Context: an optimization exercise on an open-source flow, tuned for small area, a short achievable clock period and few clock cycles. The choices shown serve that exercise and are no tape-out recipe.
The RTL was checked by simulation tests, not by an equivalence proof against the original design.

==> inputs of 08-01 <==
Design fc_layer_top, start of the top module:
module fc_layer_top (
	input  logic                     clk,
	input  logic                     reset_n,
	input  logic                     i_run,       
	input  fc_ctrl_pkg::cnt_t        i_num_cnt,   
	input  fc_data_pkg::data_t       i_node,      
	input  fc_data_pkg::weight_vec_t i_weights,   
	output logic                     o_idle,
	output logic                     o_read,
	output logic                     o_write,
	output logic                     o_done,
	output fc_ctrl_pkg::mem_req_t    o_mem_req,
	output fc_data_pkg::result_vec_t o_results
);
	logic              busy_q;      
	logic              busy_o_q;    
	logic              ce_q;        
	logic              write_q;     
	logic              done_q;
	logic              dv_q;        
	logic              clr_q;       
	logic [5:0]        last_q;      
	fc_ctrl_pkg::cnt_t addr_q;      
	logic              start;
	logic              read_last;
	logic [8:0]                node_x;   
	logic [3:0]                         one, two, neg;
	logic [3:0]                         one_q, two_q, neg_q;
	logic [4*8-1:0] weights_q;
	logic [4*32-1:0]  results_flat;
	assign start     = i_run & ~busy_q;
	assign read_last = ce_q & (addr_q == '0);
	always_ff @(posedge clk or negedge reset_n) begin
		if (!reset_n) begin
			busy_q  <= 1'b0;
			busy_o_q <= 1'b0;
			ce_q    <= 1'b0;
			write_q <= 1'b0;
			done_q  <= 1'b0;
			dv_q    <= 1'b0;
			clr_q   <= 1'b0;
			last_q  <= '0;
		end else begin
			busy_q  <= start | (busy_q & ~done_q);
			busy_o_q <= start | (busy_o_q & ~done_q);
			ce_q    <= start | (ce_q & ~read_last);
			write_q <= start | (write_q & ~last_q[5]);
			done_q  <= last_q[5];
			dv_q    <= ce_q;
			clr_q   <= start;
			last_q  <= {last_q[4:0], read_last};
		end
	end
	always_ff @(posedge clk) begin
		if (!busy_q) begin
			addr_q <= i_num_cnt - fc_ctrl_pkg::cnt_t'(1);
		end else begin
			addr_q <= addr_q - fc_ctrl_pkg::cnt_t'(1);
		end
  ...
clock: 8.0 ns
lec_check: 0
abc_area: 1
cap_margin: 20
core_margin: 2
core_utilization: 55
cts_cluster_diameter: 100
cts_cluster_size: 30
place_density: 0.7
setup_slack_margin: 5.0
slew_margin: 20
standard.sh (not shown) runs the stock make flow with config.mk's settings and CLKGATE_MAP_FILE= SYNTH_SCRIPT=/design/flow/synth_recipe.tcl, a recipe that flattens the netlist after the stock synthesis.
==> flow/flow/run.sh <==
#!/bin/bash
# Standard layout (standard.sh, unchanged synthesis), with two changes:
# plain buffers on the ports instead of delay buffers, and timing repair
# aiming further below the clock period. The make output goes to make.log in
# the work folder; ORFS keeps each step's own log under orfs/logs/.
set -euo pipefail
cd "$(dirname "$0")/.."
bash standard.sh "BUFFER_PORTS_ARGS=-buffer_cell sky130_fd_sc_hd__buf_2" \
	SETUP_SLACK_MARGIN=5.3 finish > make.log 2>&1
==> 02-21: changes against 08-01 <==
--- a/flow/design.v
+++ b/flow/design.v
@@ -26,14 +26,13 @@
 	input  logic [3:0]               i_neg,      
 	input  fc_data_pkg::data_t       i_weight,   
 	output logic [32-1:0]     o_acc
 );
 	logic [15:0] acc_lo;
 	logic [11:0] acc_hi;
-	logic        inc_q;      
-	logic        nodec_n_q;  
+	logic [1:0]  carry_q;    
 	logic        mid;        
 	logic        mid_q;      
 	logic [28:0] pp;       
 	logic [28:0] pp_q;
 	logic [17:0] lo_sum;
 	logic [7:0]  w;
@@ -335,32 +334,30 @@
 	assign lo_sum[15] = n248;
 	assign lo_sum[16] = n249;
 	assign lo_sum[17] = g240;
 	assign mid = g191;
 	logic hi_inc, hi_dec;
 	logic [11:0] hi_flip;
-	assign hi_inc = inc_q;
-	assign hi_dec = nodec_n_q & ~inc_q;
+	assign hi_inc = carry_q[1];
+	assign hi_dec = ~carry_q[1] & ~carry_q[0];
 	assign hi_flip[0] = hi_inc | hi_dec;
 	for (genvar i = 1; i < 12; i++) begin : g_hi
 		assign hi_flip[i] = hi_flip[i-1] & (acc_hi[i-1] ^ hi_dec);
 	end
 	always_ff @(posedge clk) begin
 		pp_q <= pp;
 	end
 	always_ff @(posedge clk) begin
 		if (i_clear) begin
 			acc_lo  <= '0;
 			acc_hi  <= '0;
-			inc_q     <= 1'b0;
-			nodec_n_q <= 1'b0;
+			carry_q <= 2'd1;
 			mid_q   <= 1'b0;
 		end else begin
 			acc_lo  <= lo_sum[15:0];
-			inc_q     <= lo_sum[17];
-			nodec_n_q <= ~lo_sum[16];
+			carry_q <= lo_sum[17:16];
 			mid_q   <= mid;
 			acc_hi  <= acc_hi ^ hi_flip;
 		end
 	end
 	assign o_acc = {{(32-28){acc_hi[11]}}, acc_hi, acc_lo};   
 endmodule
@@ -377,13 +374,12 @@
 	output logic                     o_write,
 	output logic                     o_done,
 	output fc_ctrl_pkg::mem_req_t    o_mem_req,
 	output fc_data_pkg::result_vec_t o_results
 );
 	logic              busy_q;      
-	logic              busy_o_q;    
 	logic              ce_q;        
 	logic              write_q;     
 	logic              done_q;
 	logic              dv_q;        
 	logic              clr_q;       
 	logic [5:0]        last_q;      
@@ -397,22 +393,20 @@
 	logic [4*32-1:0]  results_flat;
 	assign start     = i_run & ~busy_q;
 	assign read_last = ce_q & (addr_q == '0);
 	always_ff @(posedge clk or negedge reset_n) begin
 		if (!reset_n) begin
 			busy_q  <= 1'b0;
-			busy_o_q <= 1'b0;
 			ce_q    <= 1'b0;
 			write_q <= 1'b0;
 			done_q  <= 1'b0;
 			dv_q    <= 1'b0;
 			clr_q   <= 1'b0;
 			last_q  <= '0;
 		end else begin
 			busy_q  <= start | (busy_q & ~done_q);
-			busy_o_q <= start | (busy_o_q & ~done_q);
 			ce_q    <= start | (ce_q & ~read_last);
 			write_q <= start | (write_q & ~last_q[5]);
 			done_q  <= last_q[5];
 			dv_q    <= ce_q;
 			clr_q   <= start;
 			last_q  <= {last_q[4:0], read_last};
@@ -449,11 +443,11 @@
 			.o_acc    (results_flat[g*32 +: 32])
 		);
 	end
 	assign o_mem_req.addr = addr_q;
 	assign o_mem_req.ce   = ce_q;
 	assign o_results      = results_flat;
-	assign o_idle         = ~busy_o_q;
+	assign o_idle         = ~busy_q;
 	assign o_read         = ce_q;
 	assign o_write        = write_q;
 	assign o_done         = done_q;
 endmodule
==> flow/run.sh (new file) <==
#!/bin/bash
# synth_recipe.tcl (not shown) runs the flow's synth.tcl, then flattens the netlist and writes it again
# the make line also repeats each setting of config.mk as NAME=value (left out here)
make -C /OpenROAD-flow-scripts/flow DESIGN_CONFIG=/design/flow/config.mk WORK_HOME=/design/flow/orfs CLKGATE_MAP_FILE= SYNTH_SCRIPT=/design/flow/synth_recipe.tcl finish
Settings changed: ABC_AREA 1 to unset, CORE_UTILIZATION 55 to 40, PLACE_DENSITY 0.7 to unset.
removed: flow/flow/run.sh
removed: flow/standard.sh
==> 08-18: changes against 08-01 <==
Settings changed: ABC_AREA 1 to unset.
==> metrics.yaml <==
status: "complete, no violations"
instances_no_fill: 2281
n_all_inverters: 161
area.sequential_sq_um: 6223
globalRouteMet2Util_pct: 29.13
placeableCoreArea_sq_um: 41020
rr_startpoint: "g_lane[2].u_mac_core.acc_lo[8]$_SDFF_PP0_"
worstPathCellList: "buf_4, dlygate4sd2_1"
the above is filed under 02-21

==> metrics.yaml <==
status: "complete, no violations"
n_all_inverters: 360
globalRouteMet2Util_pct: 38.21
instances_no_fill: 2400
worstPathCellList: "fa_1, ha_2, fa_2, nand3_2, nand3_4, a21boi_4, nor2_2, nor2_2, nor2_2, or2_4, ha_4, nor2_1"
placeableCoreArea_sq_um: 29800
rr_startpoint: "g_lane[0].u_mac_core.pp_q[16]$_DFF_P_"
the above is filed under 08-01

==> metrics.yaml <==
hold_viol_final: 0
instances_no_fill: 2136
placeableCoreArea_sq_um: 29870
globalRouteMet2Util_pct: 35.55
status: "complete, no violations"
n_all_inverters: 166
worstPathCellList: "inv_1, buf_2"
area.sequential_sq_um: 6281
the above is filed under 08-18

Testbench counts of 08-01, summed over its fixed seeds: cycles 36,227.
Testbench counts of 02-21, summed over its fixed seeds: cycles 36,227.
Testbench counts of 08-18, summed over its fixed seeds: cycles 36,227.

afterwards: timing with drivers on the ports:
The flow's constraints put no driver on any port. The routed layouts listed below were extracted and timed again, unchanged, in two steps.
Step 1: set_driving_cell puts a clkbuf_16 on clk and a buf_2 on each other input, an assumption about the parent block.
Step 2 also shifts input and output timing later by t, the mid clock arrival at the registers, as if the neighbouring blocks saw the same clock.
a / b / c = no drivers / after step 1 / after step 2; a / b = the first two.
run | t, ns | setup slack, ns | worst setup path after step 2 | worst register clock-pin slew, ns
08-01 | 0.553 | 5.288 / 5.262 / 5.255 | input to register | 0.12 / 0.12
02-21 | 0.560 | 5.055 / 5.005 / 4.677 | input to register | 0.11 / 0.11
08-18 | 0.551 | 5.313 / 5.266 / 4.946 | input to register | 0.11 / 0.11
After both steps every run listed still meets setup and hold. For 02-21, which loses most, drivers alone change the setup slack by -0.050 ns; drivers and shift together by -0.378 ns.
